This is an optimization exercise on Yosys and OpenROAD, whose aim is small area, not a production implementation. Function was checked by simulation only, so behaviour that the tests miss may differ from the original. Power is estimated from default activity; no workload was simulated.

// pmu_top
module pmu_top (
    input  logic                          clk_i,
    input  logic                          rstn_i,
    input  logic [7-1:0]    s_awaddr_i,
    input  logic                          s_awvalid_i,
    output logic                          s_awready_o,
    input  logic [32-1:0]     s_wdata_i,
    input  logic [32/8-1:0]   s_wstrb_i,
    input  logic                          s_wvalid_i,
    output logic                          s_wready_o,
    output logic [1:0]                    s_bresp_o,
    output logic                          s_bvalid_o,
    input  logic                          s_bready_i,
    input  logic [7-1:0]    s_araddr_i,
    input  logic                          s_arvalid_i,
    output logic                          s_arready_o,
    output logic [32-1:0]     s_rdata_o,
    output logic [1:0]                    s_rresp_o,
    output logic                          s_rvalid_o,
    input  logic                          s_rready_i,
    input  logic [8-1:0]    events_i,
    output logic                          intr_overflow_o,
    output logic [4-1:0]       intr_mccu_o
);
    logic [31:0] cfg;
    logic [7:0]  ovf_mask;
    logic [63:0] weights;
    logic [3:0][31:0] limits;
    logic [7:0]  cnt_ld;
    logic [7:0]  events_sel;
    logic [7:0][31:0] counter_val;
  ...
Size: roughly 2700 cells after synthesis, ~34000 um2 of cells after synthesis.
Settings: LEC_CHECK=0, CAP_MARGIN=10, CORE_MARGIN=2, CORE_UTILIZATION=50, CTS_BUF_LIST=sky130_fd_sc_hd__clkbuf_8, CTS_CLUSTER_DIAMETER=50, CTS_CLUSTER_SIZE=14, SLEW_MARGIN=10, SYNTH_HIERARCHICAL=1, SYNTH_MINIMUM_KEEP_SIZE=0; clock period 6.0 ns.
run.sh (not shown) runs the stock make flow with config.mk's settings and CLKGATE_MAP_FILE= SYNTH_SCRIPT=/design/flow/synth_recipe.tcl, a recipe that flattens the netlist after the stock synthesis.
Rerun with:
--- a/flow/design.v
+++ b/flow/design.v
@@ -58,24 +58,31 @@
 endmodule
 module pmu_qsel (
     input  logic l,
     input  logic lim,
     input  logic h0,
     input  logic h1,
     input  logic q,
     input  logic z,
     output logic x
 );
     assign x = (l & lim) | (h0 & q) | (h1 & (q ^ z));
 endmodule
+module pmu_nand2 (
+    input  logic a1,
+    input  logic a2,
+    output logic xn
+);
+    assign xn = ~(a1 & a2);
+endmodule
 `timescale 1ns/1ns
 module pmu_regs (
     input  logic              clk_i,
     input  logic              rstn_i,
     input  logic [6:0]        s_awaddr_i,
     input  logic              s_awvalid_i,
     output logic              s_awready_o,
     input  logic [31:0]       s_wdata_i,
     input  logic              s_wvalid_i,
     output logic              s_wready_o,
     output logic [1:0]        s_bresp_o,
     output logic              s_bvalid_o,
@@ -196,27 +203,29 @@
                 sel[12+k] = rsel[13+k]; dat[12+k] = limits_q[k][b];
                 sel[16+k] = rsel[17+k]; dat[16+k] = quota_i[k][b];
             end
             if (b < 8) begin
                 sel[20] = rsel[9];  dat[20] = mask_q[b];
                 sel[21] = rsel[10]; dat[21] = ovf_vect_i[b];
             end
         end
         for (genvar t = 0; t < NT; t++) begin : g_t
             if (3*t + 2 < NS) begin : g3
                 pmu_aoi222 u_t (.a1(sel[3*t]), .a2(dat[3*t]), .b1(sel[3*t+1]), .b2(dat[3*t+1]),
                                 .c1(sel[3*t+2]), .c2(dat[3*t+2]), .xn(tn[t]));
-            end else begin : g2
+            end else if (3*t + 1 < NS) begin : g2
                 pmu_aoi22 u_t (.a1(sel[3*t]), .a2(dat[3*t]), .b1(sel[3*t+1]), .b2(dat[3*t+1]),
                                .xn(tn[t]));
+            end else begin : g1
+                pmu_nand2 u_t (.a1(sel[3*t]), .a2(dat[3*t]), .xn(tn[t]));
             end
         end
         pmu_nand #(.N(NT)) u_or (.a(tn), .x(rd_data[b]));
     end
     assign cfg_o      = cfg_q;
     assign ovf_mask_o = mask_q;
     assign weights_o  = weights_q;
     assign limits_o   = limits_q;
 endmodule
 `timescale 1ns/1ns
 module pmu_event_counters (
     input  logic              clk_i,
@@ -226,46 +235,48 @@
     input  logic              cnt_softrst_i,
     input  logic              ovf_en_i,
     input  logic              ovf_softrst_i,
     input  logic [7:0]        cnt_ld_i,
     input  logic [31:0]       wdata_i,
     output logic [7:0][31:0]  counter_val_o,
     output logic [7:0]        ovf_vect_o
 );
     logic [7:0][31:0] cnt_q;
     logic [7:0] ovf_q;
     logic [7:0] wrap;
     for (genvar i = 0; i < 8; i++) begin : g_cnt
-        logic [31:0] c;
         logic [31:0] nxt;
         logic sel_w, sel_c;
         assign sel_w = ~cnt_softrst_i & cnt_ld_i[i];
         assign sel_c = ~cnt_softrst_i & ~cnt_ld_i[i];
         logic inc;
-        logic [4:0] pall;     
-        assign inc     = cnt_en_i & events_i[i];
-        assign pall[0] = 1'b1;
-        for (genvar j = 0; j < 4; j++) begin : g_seg
-            assign pall[j+1] = pall[j] & (&cnt_q[i][8*j +: 8]);
-        end
+        logic [32:0] c;
+        logic p11, p22;       
+        assign inc = cnt_en_i & events_i[i];
+        assign p11 = &cnt_q[i][10:0];
+        assign p22 = p11 & (&cnt_q[i][21:11]);
         for (genvar b = 0; b < 32; b++) begin : g_bit
-            if (b % 8 == 0) begin : g_cin
-                assign c[b] = inc & pall[b/8];
+            if (b == 0) begin : g_c0
+                assign c[b] = inc;
+            end else if (b == 11) begin : g_c11
+                assign c[b] = inc & p11;
+            end else if (b == 22) begin : g_c22
+                assign c[b] = inc & p22;
             end
-            if (b % 8 != 7) begin : g_cy
+            if (b != 10 && b != 21) begin : g_cy
                 assign c[b+1] = c[b] & cnt_q[i][b];
             end
             pmu_ao22 u_sel (.a1(sel_w), .a2(wdata_i[b]), .b1(sel_c), .b2(cnt_q[i][b] ^ c[b]), .x(nxt[b]));
         end
-        assign wrap[i] = inc & pall[4] & sel_c;
+        assign wrap[i] = c[32] & sel_c;
         always_ff @(posedge clk_i or negedge rstn_i) begin
             if (!rstn_i) cnt_q[i] <= '0;
             else         cnt_q[i] <= nxt;
         end
     end
     always_ff @(posedge clk_i or negedge rstn_i) begin
         if (!rstn_i)            ovf_q <= '0;
         else if (ovf_softrst_i) ovf_q <= '0;
         else if (ovf_en_i)      ovf_q <= ovf_q | wrap;
     end
     assign counter_val_o = cnt_q;
     assign ovf_vect_o    = ovf_q;
After rerunning: Fmax rises by 0.57%. Worst setup slack improves by 33 ps. Core utilization falls by 0.52 points. Sequential cell count stays the same. Count of clock-buffer cells in the layout falls by 13. Clock power falls by 7.7%. Wire length falls by 0.68%.

[what the ideal ports hide]
The flow's constraints put no driver on any port. The routed layouts listed below were extracted and timed again, unchanged, in two steps.
Step 1 assumes that a clkbuf_16 drives the clock port and a buf_2 every other input.
Step 2, shift: input delay + t, output delay - t, t = (earliest + latest rising clock arrival at the registers) / 2. This alone moves slack from input paths to output paths.
a / b / c = ideal / step 1 / step 2; a / b = the first two.
| run | t, ns | setup slack, ns | hold WS [ns] | worst setup path after step 2 | worst slew at a driven data input, ns |
|---|---|---|---|---|---|
| the first run | 0.785 | 0.215 / 0.215 / 0.180 | 0.506 / 0.500 / 0.506 | input to register | 0.05 |
| the second run | 0.770 | 0.248 / 0.248 / 0.048 | 0.466 / 0.452 / 0.504 | input to register | 0.12 |
After both steps every run listed still meets setup and hold. For the second run, which loses most, drivers alone change the setup slack by 0.000 ns; drivers and shift together by -0.200 ns.
